What follows belongs to an exercise in optimizing a design on an open flow for small area and a short achievable clock period; a production flow would make more cautious choices. Function was checked by simulation only, so behaviour that the tests miss may differ from the original. Power is estimated from default activity; no workload was simulated.

## design/flow/constraint.sdc

```tcl
create_clock -name core_clock -period 9.5 [get_ports {i_Clock}]
set_input_delay 1.9000 -clock core_clock [delete_from_list [all_inputs] [get_ports {i_Clock}]]
set_output_delay 1.9000 -clock core_clock [all_outputs]
set_load 0.01 [all_outputs]
```

## design/flow/config.mk

```make
export PLATFORM = sky130hd
export DESIGN_NAME = synth
export DESIGN_NICKNAME = synth
export VERILOG_FILES = /design/flow/design.v
export SDC_FILE = /design/flow/constraint.sdc
export NUM_CORES = 4
export LEC_CHECK = 0
export ABC_CLOCK_PERIOD_IN_PS = 3500
export CAP_MARGIN = 20
export CORE_MARGIN = 2
export CORE_UTILIZATION = 40
export SETUP_SLACK_MARGIN = 5
export SLEW_MARGIN = 20
```

## design/flow/run.sh

```bash
#!/bin/bash
# synth_recipe.tcl (not shown) runs the flow's synth.tcl, then flattens the netlist and writes it again
# the make line also repeats each setting of config.mk as NAME=value (left out here)
make -C /OpenROAD-flow-scripts/flow DESIGN_CONFIG=/design/flow/config.mk WORK_HOME=/design/flow/orfs CLKGATE_MAP_FILE= SYNTH_SCRIPT=/design/flow/synth_recipe.tcl finish
```

## design/flow/design.v

```verilog
package synthRegPkg;
    typedef struct packed {
        logic [1:0] prefix;
        logic [5:0] paramCode;
        logic [4:0] voice;
        logic [2:0] opIndex;
    } voiceOpReg_t;
    typedef struct packed {
        logic [1:0]  prefix;
        logic [13:0] tableAddr;
    } tableReg_t;
    typedef union packed {
        voiceOpReg_t voiceOp;
        tableReg_t   tableEntry;
    } regNumber_u;
    localparam logic [1:0] PREFIX_VOICE_OP = 2'b11;
    localparam logic [1:0] PREFIX_TABLE    = 2'b10;
    localparam logic [5:0] PARAM_PHASE_STEP = 6'h00;
    localparam logic [5:0] PARAM_CARRIER    = 6'h01;
    localparam logic [5:0] PARAM_LEVEL      = 6'h02;
    localparam logic [5:0] PARAM_NOTE_ON    = 6'h10;
    localparam logic [5:0] PARAM_LED        = 6'h12;
endpackage
package synthVoicePkg;
    typedef logic [3-1:0] slot_t;
    typedef logic [15:0] phase_t;
    typedef logic signed [15:0] sample_t;
endpackage
`timescale 1ns/1ns
module spiSlave (
    input  logic                       i_Clock,
    input  logic                       i_rst,
    input  logic                       i_SpiNss,
    input  logic                       i_SpiSck,
    input  logic                       i_SpiMosi,
    input  logic                       i_SampleReady,
    input  synthVoicePkg::sample_t     i_Sample,
    output logic                       o_SpiMiso,
    output logic                       o_WriteStrobe,
    output synthRegPkg::regNumber_u    o_RegNumber,
    output logic [15:0]                o_RegValue
);
    localparam int COUNT_BITS = $clog2(32) + 1;
    logic [2:0] r_NssSync;
    logic [2:0] r_SckSync;
    logic [1:0] r_MosiSync;
    logic [32-1:0] r_RxShift;
    logic [COUNT_BITS-1:0]      r_BitCount;
    logic [15:0]                r_TxShift;
    synthVoicePkg::sample_t     r_LatestSample;
    logic w_NssFall;
    logic w_NssRise;
    logic w_SckRise;
    logic w_SckFall;
    logic w_Active;
    assign w_NssFall = r_NssSync[2] & ~r_NssSync[1];
    assign w_NssRise = ~r_NssSync[2] & r_NssSync[1];
    assign w_SckRise = ~r_SckSync[2] & r_SckSync[1];
    assign w_SckFall = r_SckSync[2] & ~r_SckSync[1];
    assign w_Active  = ~r_NssSync[1];
    assign o_SpiMiso = r_TxShift[15];
    always_ff @(posedge i_Clock) begin
        if (i_rst) begin
            r_NssSync      <= '1;
            r_SckSync      <= '0;
            r_BitCount     <= '0;
            r_TxShift      <= '0;
            r_LatestSample <= '0;
            o_WriteStrobe  <= 1'b0;
        end else begin
            o_WriteStrobe <= w_NssRise && r_BitCount == COUNT_BITS'(32);
            r_NssSync <= {r_NssSync[1:0], i_SpiNss};
            r_SckSync <= {r_SckSync[1:0], i_SpiSck};
            if (i_SampleReady) begin
                r_LatestSample <= i_Sample;
            end
            if (w_NssFall) begin
                r_BitCount   <= '0;
                r_TxShift    <= r_LatestSample;
            end else if (w_Active) begin
                if (w_SckRise && r_BitCount != '1) begin
                    r_BitCount <= r_BitCount + 1'b1;
                end
                if (w_SckFall) begin
                    r_TxShift <= {r_TxShift[14:0], 1'b0};
                end
            end
        end
    end
    always_ff @(posedge i_Clock) begin
        r_MosiSync <= {r_MosiSync[0], i_SpiMosi};
        if (w_Active && w_SckRise) begin
            r_RxShift <= {r_RxShift[32-2:0], r_MosiSync[1]};
        end
    end
    assign o_RegNumber = r_RxShift[32-1 -: 16];
    assign o_RegValue  = r_RxShift[15:0];
endmodule
`timescale 1ns/1ns
module synth (
    input  logic i_Clock,
    input  logic i_rst,
    input  logic i_SpiNss,
    input  logic i_SpiSck,
    input  logic i_SpiMosi,
    output logic o_SpiMiso,
    output logic o_Led
);
    logic                    w_Strobe;
    synthRegPkg::regNumber_u w_RegNumber;
    logic [15:0]             w_RegValue;
    logic                    r_SampleReady;
    logic signed [15:0]      w_Sample;
    spiSlave spi0 (
        .i_Clock       (i_Clock),
        .i_rst         (i_rst),
        .i_SpiNss      (i_SpiNss),
        .i_SpiSck      (i_SpiSck),
        .i_SpiMosi     (i_SpiMosi),
        .i_SampleReady (r_SampleReady),
        .i_Sample      (w_Sample),
        .o_SpiMiso     (o_SpiMiso),
        .o_WriteStrobe (w_Strobe),
        .o_RegNumber   (w_RegNumber),
        .o_RegValue    (w_RegValue)
    );
    logic       w_IsVoice;
    logic       w_IsTable;
    logic [5:0] w_Param;
    logic [2:0] w_WSlot;
    logic       w_WeStep;
    logic       w_WeNote;
    logic       w_WeCarrier;
    logic       w_WeLevel;
    logic       w_WeTable;
    assign w_IsVoice   = w_RegNumber[15:14] == 2'b11;
    assign w_IsTable   = w_RegNumber[15:14] == 2'b10;
    assign w_Param     = w_RegNumber[13:8];
    assign w_WSlot     = {w_RegNumber[0] ^ w_RegNumber[5], w_RegNumber[4:3]};
    assign w_WeStep    = w_Strobe & w_IsVoice & (w_Param == 6'h00) & ~i_rst;
    assign w_WeCarrier = w_Strobe & w_IsVoice & (w_Param == 6'h01);
    assign w_WeLevel   = w_Strobe & w_IsVoice & (w_Param == 6'h02);
    assign w_WeNote    = w_Strobe & w_IsVoice & (w_Param == 6'h10);
    assign w_WeTable   = w_Strobe & w_IsTable & ~i_rst;
    always_ff @(posedge i_Clock) begin
        if (i_rst) begin
            o_Led            <= 1'b0;
        end else begin
            if (w_Strobe && w_IsVoice && w_Param == 6'h12) begin
                o_Led <= |w_RegValue[7:4];
            end
        end
    end
    logic [2:0] r_Head;
    always_ff @(posedge i_Clock) begin
        if (i_rst) r_Head <= '0;
        else       r_Head <= r_Head + 3'd1;
    end
    logic [7:0] r_Rot;
    always_ff @(posedge i_Clock) begin
        r_Rot <= r_Rot + 8'd1;
    end
    logic [15:0] r_Step [8];
    logic [15:0] r_Q    [8];
    logic        r_Note [8];
    logic [2:0]  w_PSlot;
    logic [15:0] w_QNew;
    logic [2:0]  w_NoteK;
    assign w_PSlot = r_Head + 3'd1;
    assign w_QNew  = r_Note[0] ? r_Q[0] + r_Step[w_PSlot] : {r_Rot + 8'd1, 8'h00};
    assign w_NoteK = w_WSlot - r_Head - 3'd2;
    always_ff @(posedge i_Clock) begin
        if (w_WeStep) begin
            r_Step[w_WSlot] <= w_RegValue + 16'h0800;
        end
    end
    always_ff @(posedge i_Clock) begin
        for (int k = 0; k < 7; k++) begin
            r_Q[k] <= r_Q[k+1];
        end
        r_Q[7] <= w_QNew;
    end
    always_ff @(posedge i_Clock) begin
        for (int k = 0; k < 8; k++) begin
            if (i_rst) begin
                r_Note[k] <= 1'b0;
            end else if (w_WeNote && w_NoteK == 3'(k)) begin
                r_Note[k] <= w_RegValue[0];
            end else begin
                r_Note[k] <= r_Note[(k + 1) % 8];
            end
        end
    end
    logic [7:0] r_Place;
    logic       r_NoteOn;
    always_ff @(posedge i_Clock) begin
        if (i_rst) begin
            r_Place  <= '0;
            r_NoteOn <= 1'b0;
        end else begin
            r_Place  <= w_QNew[15:8];
            r_NoteOn <= r_Note[0];
        end
    end
    logic [255:0][15:0] r_Table;
    logic               r_Pend;
    logic [7:0]         r_PendPlace;
    logic [15:0]        r_PendData;
    always_ff @(posedge i_Clock) begin
        for (int i = 0; i < 256; i++) begin
            if (i % 64 == 0 && r_Pend && r_PendPlace == 8'((i + 255) % 256)) begin
                r_Table[i] <= r_PendData;
            end else begin
                r_Table[i] <= r_Table[(i + 255) % 256];
            end
        end
    end
    always_ff @(posedge i_Clock) begin
        if (w_WeTable) begin
            r_Pend      <= 1'b1;
            r_PendPlace <= w_RegNumber[7:0] + r_Rot + 8'd1;
            r_PendData  <= w_RegValue;
        end else begin
            if (r_PendPlace[5:0] == 6'h3f) begin
                r_Pend <= 1'b0;
            end
            r_PendPlace <= r_PendPlace + 8'd1;
        end
    end
    logic [15:0]       w_Lo;
    logic [15:0]       w_Hi;
    logic [15:0][15:0] w_Grp;
    logic [15:0]       w_Read;
    always_comb begin
        for (int i = 0; i < 16; i++) begin
            w_Lo[i] = r_Place[3:0] == 4'(i);
            w_Hi[i] = r_Place[7:4] == 4'(i);
        end
    end
    assign w_Grp[0] =
        (r_Table[0] & {16{w_Lo[0]}}) | (r_Table[1] & {16{w_Lo[1]}}) |
        (r_Table[2] & {16{w_Lo[2]}}) | (r_Table[3] & {16{w_Lo[3]}}) |
        (r_Table[4] & {16{w_Lo[4]}}) | (r_Table[5] & {16{w_Lo[5]}}) |
        (r_Table[6] & {16{w_Lo[6]}}) | (r_Table[7] & {16{w_Lo[7]}}) |
        (r_Table[8] & {16{w_Lo[8]}}) | (r_Table[9] & {16{w_Lo[9]}}) |
        (r_Table[10] & {16{w_Lo[10]}}) | (r_Table[11] & {16{w_Lo[11]}}) |
        (r_Table[12] & {16{w_Lo[12]}}) | (r_Table[13] & {16{w_Lo[13]}}) |
        (r_Table[14] & {16{w_Lo[14]}}) | (r_Table[15] & {16{w_Lo[15]}});
    assign w_Grp[1] =
        (r_Table[16] & {16{w_Lo[0]}}) | (r_Table[17] & {16{w_Lo[1]}}) |
        (r_Table[18] & {16{w_Lo[2]}}) | (r_Table[19] & {16{w_Lo[3]}}) |
        (r_Table[20] & {16{w_Lo[4]}}) | (r_Table[21] & {16{w_Lo[5]}}) |
        (r_Table[22] & {16{w_Lo[6]}}) | (r_Table[23] & {16{w_Lo[7]}}) |
        (r_Table[24] & {16{w_Lo[8]}}) | (r_Table[25] & {16{w_Lo[9]}}) |
        (r_Table[26] & {16{w_Lo[10]}}) | (r_Table[27] & {16{w_Lo[11]}}) |
        (r_Table[28] & {16{w_Lo[12]}}) | (r_Table[29] & {16{w_Lo[13]}}) |
        (r_Table[30] & {16{w_Lo[14]}}) | (r_Table[31] & {16{w_Lo[15]}});
    assign w_Grp[2] =
        (r_Table[32] & {16{w_Lo[0]}}) | (r_Table[33] & {16{w_Lo[1]}}) |
        (r_Table[34] & {16{w_Lo[2]}}) | (r_Table[35] & {16{w_Lo[3]}}) |
        (r_Table[36] & {16{w_Lo[4]}}) | (r_Table[37] & {16{w_Lo[5]}}) |
        (r_Table[38] & {16{w_Lo[6]}}) | (r_Table[39] & {16{w_Lo[7]}}) |
        (r_Table[40] & {16{w_Lo[8]}}) | (r_Table[41] & {16{w_Lo[9]}}) |
        (r_Table[42] & {16{w_Lo[10]}}) | (r_Table[43] & {16{w_Lo[11]}}) |
        (r_Table[44] & {16{w_Lo[12]}}) | (r_Table[45] & {16{w_Lo[13]}}) |
        (r_Table[46] & {16{w_Lo[14]}}) | (r_Table[47] & {16{w_Lo[15]}});
    assign w_Grp[3] =
        (r_Table[48] & {16{w_Lo[0]}}) | (r_Table[49] & {16{w_Lo[1]}}) |
        (r_Table[50] & {16{w_Lo[2]}}) | (r_Table[51] & {16{w_Lo[3]}}) |
        (r_Table[52] & {16{w_Lo[4]}}) | (r_Table[53] & {16{w_Lo[5]}}) |
        (r_Table[54] & {16{w_Lo[6]}}) | (r_Table[55] & {16{w_Lo[7]}}) |
        (r_Table[56] & {16{w_Lo[8]}}) | (r_Table[57] & {16{w_Lo[9]}}) |
        (r_Table[58] & {16{w_Lo[10]}}) | (r_Table[59] & {16{w_Lo[11]}}) |
        (r_Table[60] & {16{w_Lo[12]}}) | (r_Table[61] & {16{w_Lo[13]}}) |
        (r_Table[62] & {16{w_Lo[14]}}) | (r_Table[63] & {16{w_Lo[15]}});
    assign w_Grp[4] =
        (r_Table[64] & {16{w_Lo[0]}}) | (r_Table[65] & {16{w_Lo[1]}}) |
        (r_Table[66] & {16{w_Lo[2]}}) | (r_Table[67] & {16{w_Lo[3]}}) |
        (r_Table[68] & {16{w_Lo[4]}}) | (r_Table[69] & {16{w_Lo[5]}}) |
        (r_Table[70] & {16{w_Lo[6]}}) | (r_Table[71] & {16{w_Lo[7]}}) |
        (r_Table[72] & {16{w_Lo[8]}}) | (r_Table[73] & {16{w_Lo[9]}}) |
        (r_Table[74] & {16{w_Lo[10]}}) | (r_Table[75] & {16{w_Lo[11]}}) |
        (r_Table[76] & {16{w_Lo[12]}}) | (r_Table[77] & {16{w_Lo[13]}}) |
        (r_Table[78] & {16{w_Lo[14]}}) | (r_Table[79] & {16{w_Lo[15]}});
    assign w_Grp[5] =
        (r_Table[80] & {16{w_Lo[0]}}) | (r_Table[81] & {16{w_Lo[1]}}) |
        (r_Table[82] & {16{w_Lo[2]}}) | (r_Table[83] & {16{w_Lo[3]}}) |
        (r_Table[84] & {16{w_Lo[4]}}) | (r_Table[85] & {16{w_Lo[5]}}) |
        (r_Table[86] & {16{w_Lo[6]}}) | (r_Table[87] & {16{w_Lo[7]}}) |
        (r_Table[88] & {16{w_Lo[8]}}) | (r_Table[89] & {16{w_Lo[9]}}) |
        (r_Table[90] & {16{w_Lo[10]}}) | (r_Table[91] & {16{w_Lo[11]}}) |
        (r_Table[92] & {16{w_Lo[12]}}) | (r_Table[93] & {16{w_Lo[13]}}) |
        (r_Table[94] & {16{w_Lo[14]}}) | (r_Table[95] & {16{w_Lo[15]}});
    assign w_Grp[6] =
        (r_Table[96] & {16{w_Lo[0]}}) | (r_Table[97] & {16{w_Lo[1]}}) |
        (r_Table[98] & {16{w_Lo[2]}}) | (r_Table[99] & {16{w_Lo[3]}}) |
        (r_Table[100] & {16{w_Lo[4]}}) | (r_Table[101] & {16{w_Lo[5]}}) |
        (r_Table[102] & {16{w_Lo[6]}}) | (r_Table[103] & {16{w_Lo[7]}}) |
        (r_Table[104] & {16{w_Lo[8]}}) | (r_Table[105] & {16{w_Lo[9]}}) |
        (r_Table[106] & {16{w_Lo[10]}}) | (r_Table[107] & {16{w_Lo[11]}}) |
        (r_Table[108] & {16{w_Lo[12]}}) | (r_Table[109] & {16{w_Lo[13]}}) |
        (r_Table[110] & {16{w_Lo[14]}}) | (r_Table[111] & {16{w_Lo[15]}});
    assign w_Grp[7] =
        (r_Table[112] & {16{w_Lo[0]}}) | (r_Table[113] & {16{w_Lo[1]}}) |
        (r_Table[114] & {16{w_Lo[2]}}) | (r_Table[115] & {16{w_Lo[3]}}) |
        (r_Table[116] & {16{w_Lo[4]}}) | (r_Table[117] & {16{w_Lo[5]}}) |
        (r_Table[118] & {16{w_Lo[6]}}) | (r_Table[119] & {16{w_Lo[7]}}) |
        (r_Table[120] & {16{w_Lo[8]}}) | (r_Table[121] & {16{w_Lo[9]}}) |
        (r_Table[122] & {16{w_Lo[10]}}) | (r_Table[123] & {16{w_Lo[11]}}) |
        (r_Table[124] & {16{w_Lo[12]}}) | (r_Table[125] & {16{w_Lo[13]}}) |
        (r_Table[126] & {16{w_Lo[14]}}) | (r_Table[127] & {16{w_Lo[15]}});
    assign w_Grp[8] =
        (r_Table[128] & {16{w_Lo[0]}}) | (r_Table[129] & {16{w_Lo[1]}}) |
        (r_Table[130] & {16{w_Lo[2]}}) | (r_Table[131] & {16{w_Lo[3]}}) |
        (r_Table[132] & {16{w_Lo[4]}}) | (r_Table[133] & {16{w_Lo[5]}}) |
        (r_Table[134] & {16{w_Lo[6]}}) | (r_Table[135] & {16{w_Lo[7]}}) |
        (r_Table[136] & {16{w_Lo[8]}}) | (r_Table[137] & {16{w_Lo[9]}}) |
        (r_Table[138] & {16{w_Lo[10]}}) | (r_Table[139] & {16{w_Lo[11]}}) |
        (r_Table[140] & {16{w_Lo[12]}}) | (r_Table[141] & {16{w_Lo[13]}}) |
        (r_Table[142] & {16{w_Lo[14]}}) | (r_Table[143] & {16{w_Lo[15]}});
    assign w_Grp[9] =
        (r_Table[144] & {16{w_Lo[0]}}) | (r_Table[145] & {16{w_Lo[1]}}) |
        (r_Table[146] & {16{w_Lo[2]}}) | (r_Table[147] & {16{w_Lo[3]}}) |
        (r_Table[148] & {16{w_Lo[4]}}) | (r_Table[149] & {16{w_Lo[5]}}) |
        (r_Table[150] & {16{w_Lo[6]}}) | (r_Table[151] & {16{w_Lo[7]}}) |
        (r_Table[152] & {16{w_Lo[8]}}) | (r_Table[153] & {16{w_Lo[9]}}) |
        (r_Table[154] & {16{w_Lo[10]}}) | (r_Table[155] & {16{w_Lo[11]}}) |
        (r_Table[156] & {16{w_Lo[12]}}) | (r_Table[157] & {16{w_Lo[13]}}) |
        (r_Table[158] & {16{w_Lo[14]}}) | (r_Table[159] & {16{w_Lo[15]}});
    assign w_Grp[10] =
        (r_Table[160] & {16{w_Lo[0]}}) | (r_Table[161] & {16{w_Lo[1]}}) |
        (r_Table[162] & {16{w_Lo[2]}}) | (r_Table[163] & {16{w_Lo[3]}}) |
        (r_Table[164] & {16{w_Lo[4]}}) | (r_Table[165] & {16{w_Lo[5]}}) |
        (r_Table[166] & {16{w_Lo[6]}}) | (r_Table[167] & {16{w_Lo[7]}}) |
        (r_Table[168] & {16{w_Lo[8]}}) | (r_Table[169] & {16{w_Lo[9]}}) |
        (r_Table[170] & {16{w_Lo[10]}}) | (r_Table[171] & {16{w_Lo[11]}}) |
        (r_Table[172] & {16{w_Lo[12]}}) | (r_Table[173] & {16{w_Lo[13]}}) |
        (r_Table[174] & {16{w_Lo[14]}}) | (r_Table[175] & {16{w_Lo[15]}});
    assign w_Grp[11] =
        (r_Table[176] & {16{w_Lo[0]}}) | (r_Table[177] & {16{w_Lo[1]}}) |
        (r_Table[178] & {16{w_Lo[2]}}) | (r_Table[179] & {16{w_Lo[3]}}) |
        (r_Table[180] & {16{w_Lo[4]}}) | (r_Table[181] & {16{w_Lo[5]}}) |
        (r_Table[182] & {16{w_Lo[6]}}) | (r_Table[183] & {16{w_Lo[7]}}) |
        (r_Table[184] & {16{w_Lo[8]}}) | (r_Table[185] & {16{w_Lo[9]}}) |
        (r_Table[186] & {16{w_Lo[10]}}) | (r_Table[187] & {16{w_Lo[11]}}) |
        (r_Table[188] & {16{w_Lo[12]}}) | (r_Table[189] & {16{w_Lo[13]}}) |
        (r_Table[190] & {16{w_Lo[14]}}) | (r_Table[191] & {16{w_Lo[15]}});
    assign w_Grp[12] =
        (r_Table[192] & {16{w_Lo[0]}}) | (r_Table[193] & {16{w_Lo[1]}}) |
        (r_Table[194] & {16{w_Lo[2]}}) | (r_Table[195] & {16{w_Lo[3]}}) |
        (r_Table[196] & {16{w_Lo[4]}}) | (r_Table[197] & {16{w_Lo[5]}}) |
        (r_Table[198] & {16{w_Lo[6]}}) | (r_Table[199] & {16{w_Lo[7]}}) |
        (r_Table[200] & {16{w_Lo[8]}}) | (r_Table[201] & {16{w_Lo[9]}}) |
        (r_Table[202] & {16{w_Lo[10]}}) | (r_Table[203] & {16{w_Lo[11]}}) |
        (r_Table[204] & {16{w_Lo[12]}}) | (r_Table[205] & {16{w_Lo[13]}}) |
        (r_Table[206] & {16{w_Lo[14]}}) | (r_Table[207] & {16{w_Lo[15]}});
    assign w_Grp[13] =
        (r_Table[208] & {16{w_Lo[0]}}) | (r_Table[209] & {16{w_Lo[1]}}) |
        (r_Table[210] & {16{w_Lo[2]}}) | (r_Table[211] & {16{w_Lo[3]}}) |
        (r_Table[212] & {16{w_Lo[4]}}) | (r_Table[213] & {16{w_Lo[5]}}) |
        (r_Table[214] & {16{w_Lo[6]}}) | (r_Table[215] & {16{w_Lo[7]}}) |
        (r_Table[216] & {16{w_Lo[8]}}) | (r_Table[217] & {16{w_Lo[9]}}) |
        (r_Table[218] & {16{w_Lo[10]}}) | (r_Table[219] & {16{w_Lo[11]}}) |
        (r_Table[220] & {16{w_Lo[12]}}) | (r_Table[221] & {16{w_Lo[13]}}) |
        (r_Table[222] & {16{w_Lo[14]}}) | (r_Table[223] & {16{w_Lo[15]}});
    assign w_Grp[14] =
        (r_Table[224] & {16{w_Lo[0]}}) | (r_Table[225] & {16{w_Lo[1]}}) |
        (r_Table[226] & {16{w_Lo[2]}}) | (r_Table[227] & {16{w_Lo[3]}}) |
        (r_Table[228] & {16{w_Lo[4]}}) | (r_Table[229] & {16{w_Lo[5]}}) |
        (r_Table[230] & {16{w_Lo[6]}}) | (r_Table[231] & {16{w_Lo[7]}}) |
        (r_Table[232] & {16{w_Lo[8]}}) | (r_Table[233] & {16{w_Lo[9]}}) |
        (r_Table[234] & {16{w_Lo[10]}}) | (r_Table[235] & {16{w_Lo[11]}}) |
        (r_Table[236] & {16{w_Lo[12]}}) | (r_Table[237] & {16{w_Lo[13]}}) |
        (r_Table[238] & {16{w_Lo[14]}}) | (r_Table[239] & {16{w_Lo[15]}});
    assign w_Grp[15] =
        (r_Table[240] & {16{w_Lo[0]}}) | (r_Table[241] & {16{w_Lo[1]}}) |
        (r_Table[242] & {16{w_Lo[2]}}) | (r_Table[243] & {16{w_Lo[3]}}) |
        (r_Table[244] & {16{w_Lo[4]}}) | (r_Table[245] & {16{w_Lo[5]}}) |
        (r_Table[246] & {16{w_Lo[6]}}) | (r_Table[247] & {16{w_Lo[7]}}) |
        (r_Table[248] & {16{w_Lo[8]}}) | (r_Table[249] & {16{w_Lo[9]}}) |
        (r_Table[250] & {16{w_Lo[10]}}) | (r_Table[251] & {16{w_Lo[11]}}) |
        (r_Table[252] & {16{w_Lo[12]}}) | (r_Table[253] & {16{w_Lo[13]}}) |
        (r_Table[254] & {16{w_Lo[14]}}) | (r_Table[255] & {16{w_Lo[15]}});
    assign w_Read =
        (w_Grp[0] & {16{w_Hi[0]}}) |
        (w_Grp[1] & {16{w_Hi[1]}}) |
        (w_Grp[2] & {16{w_Hi[2]}}) |
        (w_Grp[3] & {16{w_Hi[3]}}) |
        (w_Grp[4] & {16{w_Hi[4]}}) |
        (w_Grp[5] & {16{w_Hi[5]}}) |
        (w_Grp[6] & {16{w_Hi[6]}}) |
        (w_Grp[7] & {16{w_Hi[7]}}) |
        (w_Grp[8] & {16{w_Hi[8]}}) |
        (w_Grp[9] & {16{w_Hi[9]}}) |
        (w_Grp[10] & {16{w_Hi[10]}}) |
        (w_Grp[11] & {16{w_Hi[11]}}) |
        (w_Grp[12] & {16{w_Hi[12]}}) |
        (w_Grp[13] & {16{w_Hi[13]}}) |
        (w_Grp[14] & {16{w_Hi[14]}}) |
        (w_Grp[15] & {16{w_Hi[15]}});
    logic signed [15:0] r_Wave;
    always_ff @(posedge i_Clock) begin
        if (i_rst) begin
            r_Wave <= '0;
        end else if (!r_NoteOn) begin
            r_Wave <= '0;
        end else if (r_Pend && r_PendPlace == r_Place) begin
            r_Wave <= r_PendData;
        end else begin
            r_Wave <= w_Read;
        end
    end
    logic [7:0] r_Level   [8];
    logic       r_Carrier [8];
    logic [2:0] w_MixK;
    assign w_MixK = w_WSlot - r_Head;
    always_ff @(posedge i_Clock) begin
        for (int k = 0; k < 8; k++) begin
            if (i_rst) begin
                r_Level[k]   <= '0;
                r_Carrier[k] <= 1'b0;
            end else begin
                if (w_WeLevel && w_MixK == 3'(k)) begin
                    r_Level[k] <= w_RegValue[7:0];
                end else begin
                    r_Level[k] <= r_Level[(k + 1) % 8];
                end
                if (w_WeCarrier && w_MixK == 3'(k)) begin
                    r_Carrier[k] <= w_RegValue[0];
                end else begin
                    r_Carrier[k] <= r_Carrier[(k + 1) % 8];
                end
            end
        end
    end
    logic signed [23:0] r_Prod;
    always_ff @(posedge i_Clock) begin
        if (i_rst) begin
            r_Prod <= '0;
        end else begin
            r_Prod <= r_Wave * $signed({1'b0, r_Carrier[0] ? r_Level[0] : 8'h00});
        end
    end
    logic signed [19:0] r_Acc;
    logic signed [19:0] r_Final;
    logic signed [19:0] w_Sum;
    logic               w_Last;
    assign w_Sum  = r_Acc + 20'($signed(r_Prod[23:8]));
    assign w_Last = r_Head == 3'd1;
    always_ff @(posedge i_Clock) begin
        if (i_rst) begin
            r_Acc         <= '0;
            r_Final       <= '0;
            r_SampleReady <= 1'b0;
        end else begin
            r_SampleReady <= w_Last;
            if (w_Last) begin
                r_Acc   <= '0;
                r_Final <= w_Sum;
            end else begin
                r_Acc   <= w_Sum;
            end
        end
    end
    assign w_Sample = (r_Final > 20'sd32767)  ? 16'sh7FFF :
                      (r_Final < -20'sd32768) ? 16'sh8000 : r_Final[15:0];
endmodule
```

==> results.txt <==
* Status: complete, no violations
* Most common cell in the netlist: dfxtp_1
* Global-route wire length before repair at 682500 um
* I/O Buffers at 6
* Worst-path clk slew at 70 ps
* NumNets Final at 10260
* Initial antenna violation count at 61
* Max Cap Viol at 0
* Post-synthesis register bit count at 4630
* Residual DRC at 0
* CP delay by family, top: adder cells
* Post-synth ARST share at 0
* DR vias at 90400
* Root buffer cell: clkbuf_16
* Worst clock skew at 108.4 ps
* Final setup vio count at 0
* Fin. max-slew vios at 0
* Total GRT Usage at 0.2812
* Vias/cell at 6.099
* Sequential area share after synthesis at 0.7124
* CP cell instances: and3_1 > fa_1 > fa_1 > inv_1 > fa_1 > fa_1 > inv_1 > ha_1 > a21o_1 > a21oi_2 > o21ai_4 > a221o_2 > a31oi_2 > xor2_1 > nor2_1
* WS Path Type: flip-flop to flip-flop
* Syn_area_per_cell at 13.36 sq um
* Die width at 579.7 um
* GRT overflow at 0
* Most common library cells after synthesis: dfxtp_1 (4454), a22oi_1 (860), a22o_1 (376)
* Initial drt markers at 13530
* FP Rows at 211
* GPL Wtd Cong at 0.9205
* Top-area cell type share of the netlist area at 0.6725
* Final Hold Fails at 0
* Vias in the first global route at 88260
* Worst Max-Slew Pin Slew at 1218 ps
* Final WL at 492800 um
* Clock sink count at 4630
* Final period util at 0.5249
* CTS tree: built
* TNS Setup at 0 ps
* Max VDD drop at 170.6 uV
* Boundary Pins at 7
* Synth area leader: dfxtp_1
* Clock Tree Buf Depth at 4
* Max incr delay on CP at 780 ps
* Crit Path Max Fanout at 8
* Core Util, Final at 0.4658
* Layout cells sized above 1 at 0.1354
* Final Hold Slack at 242.4 ps
* Worst Hold Class: flip-flop to flip-flop
* Worst path bufs/invs at 2
* Slowest-stage cell, CP: dfxtp_2
* Crit path required time at 10280 ps
* Power density cells at 244.7 nW/um^2
* Largest net degree at the start of global routing at 103
* H-tree depth at 5
* Max frequency at 200.5 MHz
* Synth cell types at 82
* Synth area leaders: dfxtp_1 (67%), a22oi_1 (4.9%), edfxtp_1 (4.0%)
* Die ar. at 336100 sq um
* Post-Syn Area at 132600 sq um
* DP Area at 138300 sq um
* Synth-to-Final Area Change at 15.94%
* Post-synth EDFFs at 176
* RSZ-0062 raised after global routing: true
* CP Capture Type: flip-flop
* Arr. time, crit path at 5770 ps
* Most frequent cell on the critical path: fa_1
* DRT antenna net count at 0
* Worst-skew pair later-pin latency at 1010 ps
* Min Tclk post-route at 4987 ps
* Core box area at 330000 sq um
* Die height at 579.7 um
* DPL Wire Length at 288500 um
* Slew headroom at 0.1794
* Starting Density at 0.4018
* Synth Instances at 9921
* Wire length per cell at 33.25 um
* Drt pass-1 iters at 9
* Total CTS buffers at 422
* Synth warn at 6
* Ys flop type: dfxtp_1
* Startpoint type of the worst setup path: flip-flop
* Fin area at 153700 sq um
* Static Leak at 57.19 nW
* Syn Nets at 10120
==> report_power, final <==
| part | internal, mW | leakage (nW) | switching [mW] | total (mW) |
|---|---|---|---|---|
| clock network | 10.0 | 7.10 | 7.48 | 17.5 |
| registers | 19.6 | 37.5 | 0.0723 | 19.7 |
| logic | 0.119 | 12.6 | 0.299 | 0.418 |
| total | 29.8 | 57.2 | 7.85 | 37.6 |
==> sequential cells by signal, indices dropped and copies added (netlist names), 20 cells and up <==
name	cells
r_Acc	20
r_Final	20
r_Level	64
r_Q	128
r_Step	128
r_Table	4096
spi0.r_RxShift	32
==> cell usage in the layout (no fill, tap or decap), types with 42 or more instances in the layout <==
master        n
dfxtp_1    4431
a22oi_1     860
clkbuf_16   436
a22o_1      376
o21ai_0     321
nor2_1      272
a221oi_1    270
nand2_1     264
buf_4       247
a222oi_1    212
mux2i_1     202
a21oi_1     201
nand3_1     176
edfxtp_1    176
mux2_2      161
inv_1       142
o2111ai_1   113
fa_1         99
clkbuf_8     93
and3_1       90
ha_1         85
nand4_1      82
clkinv_2     81
clkbuf_1     78
diode_2      59
o22ai_1      57
nor3_1       43
xnor2_1      42
==> logic make-up (layout without fill, tap and decap cells) <==
family	Yosys count	count (layout)	share of synthesized area
xor gates and xnor gates	82	82	0.005417
AOI/OAI and AO/OA	2674	2674	0.1535
and+or+nand+nor	1183	1187	0.04336
muxes	404	404	0.03589
adders and majority gates	195	195	0.02423
DFF	4630	4630	0.7124
other	0	59	0
buffers and inverters	753	1225	0.02529
==> through the flow <==
| step | setup slack [ps] | total power, mW | cells |
|---|---|---|---|
| floorplan | 4718 | 20.31 | 9921 |
| global placement | 3509 | 20.50 | 13940 |
| detailed placement | 3730 | 20.51 | 13950 |
| CTS | 4411 | 37.65 | 14740 |
| global route | 4319 | 38.48 | 14780 |
| finish | 4513 | 37.61 | 14820 |
==> worst paths after layout <==
check                      from       endpoint  slack, ps  cells past startpoint
setup / recovery     r_Wave[14]     r_Prod[22]       4510                     15
hold / removal    r_Table[2160]  r_Table[2176]        240                      0
setup reg to reg     r_Wave[14]     r_Prod[22]       4510                     15
hold reg to reg   r_Table[2160]  r_Table[2176]        240                      0
==> cell type report <==
| class | instances | area (sq um) |
|---|---|---|
| repair buffers | 312 | 2890 |
| diodes | 59 | 147.6 |
| inverters | 150 | 565.5 |
| flip-flops and latches | 4630 | 94500 |
| clock buffers | 606 | 12450 |
| well taps | 4366 | 5463 |
| multi-input cells | 4542 | 35760 |
| clock inverters | 157 | 1943 |
| fillers | 28800 | 176300 |
==> per-layer routing <==
| metal | wire length (um) | up-vias | share of wire | GRT usage |
|---|---|---|---|---|
| met1 | 193800 | 45560 | 0.39 | 0.3707 |
| met5 | 236 | - | 0.00048 | 0 |
| met3 | 58430 | 1452 | 0.12 | 0.07507 |
| met4 | 31420 | 34 | 0.064 | 0.1667 |
| li1 | - | 37120 | - | - |
| met2 | 209000 | 6228 | 0.42 | 0.4135 |
==> worst reg2reg max path, cell delays in order, from the launching register on <==
cell and delay [ps]:
dfxtp_2 780, and3_1 320, fa_1 420, fa_1 520, inv_1 50, fa_1 500
fa_1 500, inv_1 50, ha_1 320, a21o_1 200, a21oi_2 190, o21ai_4 90
a221o_2 420, a31oi_2 210, xor2_1 160, nor2_1 60
==> timing repair <==
item	4_1_cts	5_1_grt
endpoints found under the hold margin	0	0
setup buffers	28	19
hold buffers	0	0
endpoints found under the setup margin	35	28
pin swaps	28	16
gates cloned	7	1
resized for setup	83	36

-- afterwards: timing with drivers on the ports --
Ports are ideal in the flow. The routed layout listed here was re-timed in OpenROAD. Step 1 sets driving cells, clkbuf_16 on the clock port and buf_2 on the other inputs (assumed; they add their load-dependent delay and slew). Step 2 adds t to the input delays and takes it off the output delays; t is the mean of the earliest and latest rising clock arrival at the registers after step 1. Input paths then give back, and output paths get back, about the clock's delay inside the block. Slacks: no drivers / after step 1 / after step 2; pairs: no drivers / after step 1.
t, ns: 1.055
setup WS [ns]: 4.513 / 4.513 / 4.513
worst register clock-pin slew, ns: 0.07 / 0.07
worst slew at a driven data input, ns: 0.04
After both steps setup and hold are still met in this run. The setup slack of this run moves by 0.000 ns with the drivers and by 0.000 ns with both steps.
